From an optimization exercise on the open Yosys and OpenROAD flow, aimed at small area, a short achievable clock period and few clock cycles per item; shortcuts taken in it are not production practice.
For this run, only the layout was checked, not whether the RTL still works.
Power and IR drop assume default switching activity.

==> flow/run.sh <==
#!/bin/bash
# synth_recipe.tcl (not shown) runs the flow's synth.tcl, then flattens the netlist and writes it again
# the make line also repeats each setting of config.mk as NAME=value (left out here)
make -C /OpenROAD-flow-scripts/flow DESIGN_CONFIG=/design/flow/config.mk WORK_HOME=/design/flow/orfs CLKGATE_MAP_FILE= SYNTH_SCRIPT=/design/flow/synth_recipe.tcl finish
==> flow/config.mk <==
export PLATFORM = sky130hd
export DESIGN_NAME = complex_arithmetic_unit
export DESIGN_NICKNAME = complex_arithmetic_unit
export VERILOG_FILES = /design/flow/design.v
export SDC_FILE = /design/flow/constraint.sdc
export NUM_CORES = 8
export LEC_CHECK = 0
export CAP_MARGIN = 20
export CORE_MARGIN = 2
export CORE_UTILIZATION = 40
export SETUP_SLACK_MARGIN = 5
export SLEW_MARGIN = 20
==> flow/constraint.sdc <==
create_clock -name core_clock -period 10.0 [get_ports {clk}]
set_input_delay 2.0000 -clock core_clock [delete_from_list [all_inputs] [get_ports {clk}]]
set_output_delay 2.0000 -clock core_clock [all_outputs]
set_load 0.01 [all_outputs]
==> flow/design.v <==
`default_nettype none
module complex_arithmetic_unit #(
  parameter int DATA_WIDTH = 16,
  parameter int FRAC_BITS  = 8,
  localparam int IN_DW     = ((4 * DATA_WIDTH + 7) / 8) * 8,
  localparam int OUT_DW    = ((2 * DATA_WIDTH + 7) / 8) * 8
) (
  input  wire logic              clk,
  input  wire logic              rst_n,
  input  wire logic [IN_DW-1:0]  in_tdata,
  input  wire logic [2:0]        in_tuser,
  input  wire logic              in_tvalid,
  output logic                   in_tready,
  output logic [OUT_DW-1:0]      out_tdata,
  output logic [1:0]             out_tuser,
  output logic                   out_tvalid,
  input  wire logic              out_tready
);
  localparam logic [2:0] MODE_ADD  = 3'd0;
  localparam logic [2:0] MODE_SUB  = 3'd1;
  localparam logic [2:0] MODE_MULT = 3'd2;
  localparam logic [2:0] MODE_DIV  = 3'd3;
  localparam logic [2:0] MODE_NEG  = 3'd4;
  localparam logic [2:0] MODE_MAG  = 3'd5;
  localparam logic [2:0] S_IDLE = 3'd0;
  localparam logic [2:0] S_FIN  = 3'd1;
  localparam logic [2:0] S_PROD = 3'd2;
  localparam logic [2:0] S_DIV  = 3'd3;
  localparam logic [2:0] S_SQRT = 3'd4;
  logic [2:0] st, st_nxt;
  logic [4:0] cnt;
  logic [2:0] op;
  logic       rdy_r;           
  logic       ov_r;            
  logic       first;           
  logic       accept, fire, ov_nxt, long_in;
  assign in_tready = rdy_r;
  assign accept    = rdy_r && in_tvalid;
  assign fire      = (st == S_FIN) && (!ov_r || out_tready);
  assign long_in   = (in_tuser == MODE_MULT) || (in_tuser == MODE_DIV) || (in_tuser == MODE_MAG);
  always_comb begin
    st_nxt = st;
    case (st)
      S_IDLE: if (accept) st_nxt = long_in ? S_PROD : S_FIN;
      S_FIN:  if (fire) st_nxt = accept ? (long_in ? S_PROD : S_FIN) : S_IDLE;
      S_PROD: if (cnt[2:0] == 3'd7)
                st_nxt = (op == MODE_MULT) ? S_FIN : (op == MODE_DIV) ? S_DIV : S_SQRT;
      S_DIV:  if (cnt == 5'd16) st_nxt = S_FIN;
      S_SQRT: if (cnt == 5'd15) st_nxt = S_FIN;
      default: st_nxt = S_IDLE;
    endcase
  end
  assign ov_nxt = fire || (ov_r && !out_tready);
  always_ff @(posedge clk) begin
    if (!rst_n) begin
      st    <= S_IDLE;
      ov_r  <= 1'b0;
      rdy_r <= 1'b1;
    end else begin
      st    <= st_nxt;
      ov_r  <= ov_nxt;
      rdy_r <= (st_nxt == S_IDLE) || ((st_nxt == S_FIN) && !ov_nxt);
    end
  end
  always_ff @(posedge clk) begin
    if (st_nxt != st) cnt <= '0;
    else              cnt <= cnt + 5'd1;
    first <= rdy_r;
    if (rdy_r) op <= in_tuser;
  end
  logic signed [15:0] ar, ai, br, bi;
  always_ff @(posedge clk) begin
    if (rdy_r) begin
      ar <= in_tdata[15:0];
      ai <= in_tdata[31:16];
      br <= in_tdata[47:32];
      bi <= in_tdata[63:48];
    end
  end
  logic [49:0] vr, vi;       
  logic [32:0] dreg;
  function automatic logic [2:0] bdec(input logic b2, input logic b1, input logic b0);
    bdec[2] = b2 && !(b1 && b0);
    bdec[1] = (b2 && !b1 && !b0) || (!b2 && b1 && b0);
    bdec[0] = b1 ^ b0;
  endfunction
  logic [2:0] dg_re, dg_im;
  logic [15:0] m_re_in, m_im_in;
  assign m_re_in = (in_tuser == MODE_MAG) ? in_tdata[15:0]  : in_tdata[47:32];
  assign m_im_in = (in_tuser == MODE_MAG) ? in_tdata[31:16] : in_tdata[63:48];
  always_ff @(posedge clk) begin
    if (rdy_r) begin
      dg_re <= bdec(m_re_in[1], m_re_in[0], 1'b0);
      dg_im <= bdec(m_im_in[1], m_im_in[0], 1'b0);
    end else begin
      dg_re <= bdec(vr[3], vr[2], vr[1]);
      dg_im <= bdec(vi[3], vi[2], vi[1]);
    end
  end
  function automatic logic [17:0] bpp(input logic [2:0] dg, input logic flip,
                                      input logic signed [15:0] m);
    logic [17:0] s;
    s = dg[0] ? {{2{m[15]}}, m} : dg[1] ? {m[15], m, 1'b0} : 18'd0;
    bpp = (dg[2] ^ flip) ? ~s : s;
  endfunction
  logic mul_m, mag_m;
  assign mul_m = (op == MODE_MULT);
  assign mag_m = (op == MODE_MAG);
  function automatic logic [18:0] acc3(input logic [16:0] hi, input logic [17:0] p1,
                                       input logic n1, input logic [17:0] p2,
                                       input logic n2);
    logic [18:0] x, y, z, s, c;
    x = {{2{hi[16]}}, hi};
    y = {p1[17], p1};
    z = {p2[17], p2};
    s = x ^ y ^ z;
    c = {((x[17:0] & y[17:0]) | (x[17:0] & z[17:0]) | (y[17:0] & z[17:0])), n1};
    acc3 = 19'(({s, 1'b1} + {c, n2}) >> 1);
  endfunction
  logic [16:0] hi_r, hi_i, hi_d;
  assign hi_r = first ? 17'd0 : vr[40:24];
  assign hi_i = first ? 17'd0 : vi[40:24];
  assign hi_d = first ? 17'd0 : dreg[32:16];
  logic [2:0] dg_re_c, dg_im_c;    
  assign dg_re_c = mag_m ? 3'b000 : dg_re;
  assign dg_im_c = mag_m ? 3'b000 : dg_im;
  logic [18:0] t_r, t_i, t_d;
  assign t_r = acc3(hi_r, bpp(dg_re, 1'b0, ar), dg_re[2],
                          bpp(dg_im, mul_m, ai), dg_im[2] ^ mul_m);
  assign t_i = acc3(hi_i, bpp(dg_re, 1'b0, ai), dg_re[2],
                          bpp(dg_im, !mul_m, ar), dg_im[2] ^ !mul_m);
  assign t_d = acc3(hi_d, bpp(dg_re_c, 1'b0, br), dg_re_c[2],
                          bpp(dg_im_c, 1'b0, bi), dg_im_c[2]);
  logic xen;
  assign xen = (cnt <= 5'd8);
  logic [32:0] mk22, mk23;
  always_comb begin
    mk22 = '0;
    mk23 = '0;
    if (st == S_SQRT) begin
      mk22[6'd22 - {2'b00, cnt[3:0]}] = 1'b1;
      mk23[6'd23 - {2'b00, cnt[3:0]}] = 1'b1;
    end
  end
  logic [32:0] a_r, b_r, a_i, b_i, u_r, u_i;
  logic        s_r, s_i, x_r, x_i, q_r, q_i;
  assign s_r = vr[49];
  assign s_i = vi[49];
  assign x_r = vr[16] && xen;
  assign x_i = vi[16] && xen;
  assign a_r = {vr[48:17], x_r};
  assign a_i = {vi[48:17], x_i};
  assign b_r = (dreg | mk22 | (s_r ? mk23 : 33'd0)) ^ {33{!s_r}};
  assign b_i = dreg ^ {33{!s_i}};
  assign u_r = a_r + b_r + 33'(!s_r);
  assign u_i = a_i + b_i + 33'(!s_i);
  assign q_r = !u_r[32];
  assign q_i = !u_i[32];
  logic zr_r, zr_i, zf_r, zf_i, xp_r, xp_i, zc_r, zc_i, sn_r, sn_i;
  assign zr_r = (vr[49:17] == 33'd0);
  assign zr_i = (vi[49:17] == 33'd0);
  assign zc_r = zr_r || (zf_r && !xp_r);
  assign zc_i = zr_i || (zf_i && !xp_i);
  always_ff @(posedge clk) begin
    case (st)
      S_PROD: begin
        zf_r <= 1'b0; zf_i <= 1'b0; xp_r <= 1'b0; xp_i <= 1'b0;
        sn_r <= t_r[18]; sn_i <= t_i[18];
      end
      S_DIV: begin
        zf_r <= zc_r; zf_i <= zc_i; xp_r <= x_r; xp_i <= x_i;
      end
      default: ;
    endcase
  end
  always_ff @(posedge clk) begin
    if (rdy_r) begin
      vr[15:0] <= m_re_in;
      vi[15:0] <= m_im_in;
    end else begin
      case (st)
        S_PROD: begin
          vr <= {{9{t_r[18]}}, t_r, vr[23:2]};
          vi <= {{9{t_i[18]}}, t_i, vi[23:2]};
          dreg <= {t_d, dreg[15:2]};
        end
        S_DIV, S_SQRT: begin
          vr <= {u_r, vr[15:0], q_r};
          vi <= {u_i, vi[15:0], q_i};
          if (st == S_SQRT && q_r) dreg <= dreg | mk23;
        end
        default: ;
      endcase
    end
  end
  logic div_m, dz;
  assign div_m = (op == MODE_DIV);
  assign dz    = div_m && (br == 16'd0) && (bi == 16'd0);
  logic [15:0] res [2];
  logic [1:0]  satv;
  for (genvar p = 0; p < 2; p++) begin : g_fin
    logic [49:0]        v;
    logic signed [15:0] a, b;
    logic               sn, zc;
    logic [16:0]        x, y;
    logic               c, big, zero, sneg;
    logic [17:0]        s;
    assign v  = p ? vi : vr;
    assign a  = p ? ai : ar;
    assign b  = p ? bi : br;
    assign sn = p ? sn_i : sn_r;
    assign zc = p ? zc_i : zc_r;
    always_comb begin
      x = '0; y = '0; c = 1'b0; big = 1'b0; zero = 1'b0; sneg = 1'b0;
      case (op)
        MODE_ADD: begin x = {a[15], a}; y = {b[15], b}; end
        MODE_SUB: begin x = {a[15], a}; y = ~{b[15], b}; c = 1'b1; end
        MODE_NEG: begin x = ~{a[15], a}; c = 1'b1; end
        MODE_MULT: begin
          x    = v[32:16];
          c    = v[49] && (v[15:8] != 8'd0);
          big  = !((v[40:32] == 9'h1ff) || (v[40:32] == 9'h000));
          sneg = v[49];
        end
        MODE_DIV: begin
          x    = {sn, v[15:0]};
          c    = sn && !zc;
          big  = (v[16] != sn);
          sneg = sn;
          zero = dz;
        end
        MODE_MAG: begin
          if (p == 0) x = {1'b0, v[15:0]};
          else        zero = 1'b1;
        end
        default: zero = 1'b1;
      endcase
    end
    assign s = {x[16], x} + {y[16], y} + 18'(c);
    always_comb begin
      satv[p] = 1'b0;
      res[p]  = s[15:0];
      if (zero) begin
        res[p] = 16'd0;
      end else if (big) begin
        satv[p] = 1'b1;
        res[p]  = sneg ? 16'h8000 : 16'h7fff;
      end else if (s[17:15] != 3'b000 && s[17:15] != 3'b111) begin
        satv[p] = 1'b1;
        res[p]  = s[17] ? 16'h8000 : 16'h7fff;
      end
    end
  end
  logic [31:0] od_r;
  logic [1:0]  ou_r;
  always_ff @(posedge clk) begin
    if (fire) begin
      od_r <= {res[1], res[0]};
      ou_r <= {|satv, dz};
    end
  end
  assign out_tvalid = ov_r;
  assign out_tdata  = od_r;
  assign out_tuser  = ou_r;
endmodule
`default_nettype wire
==> results.txt <==
[how the worst max path moves through the flow]
stage                 startpoint  slack [ns]  cells after the start                      to
2_1_floorplan  cnt[0]$_SDFF_PP0_        5.01                     24      dreg[10]$_DFFE_PP_
3_5_place_dp     op[0]$_DFFE_PP_        3.58                     20   od_r[2]$_SDFFCE_PN0P_
4_1_cts         vi[37]$_DFFE_PP_        4.92                     20       ou_r[1]$_DFFE_PP_
3_3_place_gp     op[0]$_DFFE_PP_        3.87                     20  od_r[14]$_SDFFCE_PN0P_
5_1_grt        cnt[1]$_SDFF_PP0_        4.79                     22      dreg[26]$_DFFE_PP_
6_report       cnt[1]$_SDFF_PP0_        4.97                     24      dreg[26]$_DFFE_PP_
[routing by layer]
metal  GRT usage  up-vias
met5           0        -
met4      0.0976        0
li1            -    10372
met1       0.402    11117
met3      0.0474      173
met2       0.444     1060
[power groups by stage]
stage / logic, mW / clock network [mW] / registers (mW)
floorplan: 2.61 / 0 / 1.61
global placement: 3.43 / 0 / 1.69
detailed placement: 3.49 / 0 / 1.69
CTS: 3.62 / 1.27 / 1.67
global route: 4.18 / 1.31 / 1.69
finish: 3.80 / 1.26 / 1.68
[cells in the mapped netlist, drive strengths merged, types with 5 or more instances]
cell type / n
clkbuf: 119
or3: 15
o211ai: 24
xnor2: 222
a211o: 9
buf: 27
nand3b: 21
nor4: 31
inv: 60
o31a: 5
edfxtp: 240
nor2: 231
and2: 14
a22oi: 106
nor2b: 110
a31o: 8
nand3: 50
nand2: 284
mux2i: 15
dfxtp: 17
fa: 60
a211oi: 20
a21o: 50
nand2b: 34
a21boi: 10
o31ai: 12
a31oi: 58
or2: 5
o22ai: 25
nor3: 47
and3: 39
ha: 159
o21bai: 15
nand4: 17
o21a: 54
xor2: 77
o21ai: 172
a21oi: 247
nor3b: 13
[worst register-to-register path, cell delays in order, from the launching register on]
cell and delay [ns]:
sky130_fd_sc_hd__dfxtp_4 0.37, sky130_fd_sc_hd__ha_4 0.18, sky130_fd_sc_hd__ha_4 0.30, sky130_fd_sc_hd__and2_4 0.18, sky130_fd_sc_hd__nand2_4 0.07, sky130_fd_sc_hd__xor2_4 0.16
sky130_fd_sc_hd__o22a_1 0.25, sky130_fd_sc_hd__and2_4 0.21, sky130_fd_sc_hd__a31oi_4 0.20, sky130_fd_sc_hd__mux2_4 0.20, sky130_fd_sc_hd__inv_2 0.04, sky130_fd_sc_hd__fa_2 0.38
sky130_fd_sc_hd__nor2b_4 0.12, sky130_fd_sc_hd__o21ai_2 0.07, sky130_fd_sc_hd__a21boi_2 0.19, sky130_fd_sc_hd__o21ai_2 0.10, sky130_fd_sc_hd__a211o_1 0.36, sky130_fd_sc_hd__a21oi_2 0.21
sky130_fd_sc_hd__a211oi_4 0.06, sky130_fd_sc_hd__nor3_2 0.12, sky130_fd_sc_hd__o22a_2 0.25, sky130_fd_sc_hd__xnor2_4 0.13, sky130_fd_sc_hd__buf_6 0.18, sky130_fd_sc_hd__a21oi_4 0.22
sky130_fd_sc_hd__clkbuf_16 0.21
[flip-flops by register name, summed over array words and instances, names as in the netlist, 2 cells and up]
register,cells
ai,16
dreg,33
st,3
bi,16
vi,50
ar,16
op,3
ou_r,2
br,16
od_r,32
vr,50
dg_re,3
cnt,5
dg_im,3
[kinds of logic after synthesis]
logic type	share of synthesized area
and+or+nand+nor	0.182
xor gates and xnor gates	0.108
adders and majority gates	0.132
AOI/OAI and AO/OA	0.224
DFF	0.313
muxes	0.00808
buffers and inverters	0.0326
[per-stage QoR]
step / power (mW) / hold slack (ns)
global placement: 5.12 / 0.566
global route: 7.18 / 0.608
CTS: 6.56 / 0.579
finish: 6.74 / 0.591
floorplan: 4.22 / 0.553
detailed placement: 5.18 / 0.599
[layout make-up]
class	instances	area, um2
multi-input cells	2316	16700
fillers	5706	31100
well taps	782	978
inverters	61	241
diodes	1	2.50
clock buffers	44	972
flip-flops and latches	257	7570
clock inverters	17	151
repair buffers	225	2350
[what timing repair did]
item,CTS,global route
resized for setup,78,131
pin swaps,21,49
hold buffers,0,0
endpoints found under the setup margin,118,105
hold endpoints to repair,0,0
buffers inserted,27,55
gates cloned,6,6
==> qor.tcl <==
set qor(aggregate_global_routing_overflow) 0
set qor(drt-wirelength-per-cell_um) 25.1
set qor(required_ns) 10.26
set qor(worst_setup_path_start_kind) {register}
set qor(finalWirelength_mm) 92.9
set qor(cellPowerDensity_nw_per_um2) 233
set qor(worst_min_delay_path_startpoint) {cnt[0]$_SDFF_PP0_}
set qor(critical_path.max_stage_delay_ns) 0.38
set qor(ys_types) 77
set qor(clock_tree_from_tritoncts) {built}
set qor(run_status) {no timing/DRC/antenna violations}
set qor(placement.cell_area_um2) 26000
set qor(comb_power_share) 0.564
set qor(ioPinCount) 107
set qor(route.antenna.remaining_nets) 0
set qor(power.ir.vdd_worst_v) 0.000161
set qor(r2r_setup_slack_ns) 4.97
set qor(layout_min_cycle_time_ns) 5.03
set qor(setup_slack_ns) 4.97
set qor(critical_path.n_buffers_inverters) 3
set qor(critical-path-slowest-cell) {sky130_fd_sc_hd__fa_2}
set qor(die_height_um) 250
set qor(placed_cells) 3546
set qor(yosys_most_used_dff) {sky130_fd_sc_hd__edfxtp_1}
set qor(crit_path_leading_delay_family) {compound AO/OA/AOI/OAI gates}
set qor(min_to) {cnt[0]$_SDFF_PP0_}
set qor(finClkSkew_ns) 0.0213
set qor(cellInternalPower_mw) 3.84
set qor(layout_worst_path_cycle_share) 0.503
set qor(timing.critical_path.arrival_ns) 5.29
set qor(pre_cts_slack_ns) 3.58
set qor(worst_slew_pin_slew_ns) 1.07
set qor(timing.setup.tns_ns) 0
set qor(maximum_number_of_pins_on_one_net_before_global_route_repair) 91
set qor(p_clk_frac) 0.186
set qor(drcViolationCount) 0
set qor(most_common_library_cell_in_the_layout_ignoring_fill_and_taps) {sky130_fd_sc_hd__nand2_1}
set qor(gp_congestion) 0.966
set qor(synthesis.area_per_instance_um2) 8.70
set qor(area_growth_syn_to_layout_pct) 19.8
set qor(port_buffers) 106
set qor(hold_class) {register to register}
set qor(layout.nets) 3185
set qor(timing_max_transition_violations_final) 0
set qor(crit_type) {register to register}
set qor(met3_routed_wl_mm) 7.37
set qor(num_rows) 90
set qor(end_kind) {register}
set qor(p_leak_nw) 10.9
set qor(synth_warnings) 2
set qor(route.vias.total) 22722
set qor(clock_tree.buffer_depth) 3
set qor(final-instance-count-excl-fill) 3703
set qor(async_reset_ff_frac) 0
set qor(detailed_place_hpwl_mm) 69.0
set qor(synthesis.nets) 3067
set qor(core_region_um2) 60000
set qor(route.layer.met1.wl_mm) 40.9
set qor(timing.rr.start) {cnt[1]$_SDFF_PP0_}
set qor(timing.hold.worst_path_depth) 2
set qor(clk_pin_slew_ns) 0.06
set qor(drt-initial-drc-count) 2515
set qor(hold_violation_count_in_the_final_report) 0
set qor(globalRouteTotalUtil) 0.286
set qor(netlist_area_um2) 24200
set qor(setup_viol_count_final) 0
set qor(grt_antenna_before_repair) 2
set qor(switching_fraction) 0.429
set qor(dieArea_um2) 62400
set qor(most-common-layout-cells) {sky130_fd_sc_hd__nand2_1, sky130_fd_sc_hd__edfxtp_1, sky130_fd_sc_hd__a21oi_1}
set qor(maxCapViolations) 0
set qor(highest-signal-layer) {met4}
set qor(clock_tree.htree_level_count) 2
set qor(final_layout_size_suffix_gt1_frac) 0.114
set qor(power.sequential.fraction) 0.250
set qor(routed_via_density) 6.14
set qor(first_pass_iters) 6
set qor(floorplan.initialDensity) 0.402
set qor(crit_chain) {ha_4 > ha_4 > and2_4 > nand2_4 > xor2_4 > o22a_1 > and2_4 > a31oi_4 > mux2_4 > inv_2 > fa_2 > nor2b_4 > o21ai_2 > a21boi_2 > o21ai_2 > a211o_1 > a21oi_2 > a211oi_4 > nor3_2 > o22a_2 > xnor2_4 > buf_6 > a21oi_4 > clkbuf_16}
set qor(yosysSeqAreaShare) 0.313
set qor(worst_skew_pair.late_latency_ns) 0.56
set qor(switchingPower_mw) 2.89
set qor(final_util) 0.482
set qor(reg2reg_to) {dreg[26]$_DFFE_PP_}
set qor(netlist_instances) 2777
set qor(critPathMaxFanout) 8
set qor(max_slew_margin) 0.288
set qor(post_synth_main_area_contributors) {sky130_fd_sc_hd__edfxtp_1, sky130_fd_sc_hd__ha_1, sky130_fd_sc_hd__xnor2_1}
set qor(root_buffer) {sky130_fd_sc_hd__clkbuf_16}
set qor(grt_pass1_vias) 21344
set qor(timing.reg2reg.worst_path_depth) 24
set qor(die-width_um) 250
set qor(cts.sinks) 257
set qor(netlist.area_leader.share) 0.298
set qor(met2_wirelength_mm) 41.6
set qor(layout.cell_area.non_filler_um2) 28900
set qor(max_freq_mhz) 199
set qor(grt_first_pass_wirelength_mm) 135
set qor(ys_ff_latch) 257
set qor(cts_buffers) 34
set qor(synth_top_cell_by_area) {sky130_fd_sc_hd__edfxtp_1}
set qor(synth-edff-count) 240
set qor(rsz0062_at_grt) {yes}

==> separate check: timing with driven ports <==
How much do the figures lean on ideal ports? The routed layout below was timed once more, with nothing changed but the port constraints. Step 1 sets driving cells, clkbuf_16 on the clock port and buf_2 on the other inputs (assumed; they add their load-dependent delay and slew). Step 2 also shifts input and output timing later by t, the mid clock arrival at the registers, as if the neighbouring blocks saw the same clock. Slacks: ideal ports / drivers / drivers and shift; pairs: ideal ports / drivers.
t, ns: 0.607
setup WS [ns]: 4.966 / 4.966 / 4.966
clock arrival spread, ns: 0.023 / 0.023
worst register clock-pin slew, ns: 0.07 / 0.07
After both steps this run still meets setup and hold. For this run, drivers alone change the setup slack by 0.000 ns; drivers and shift together by 0.000 ns.
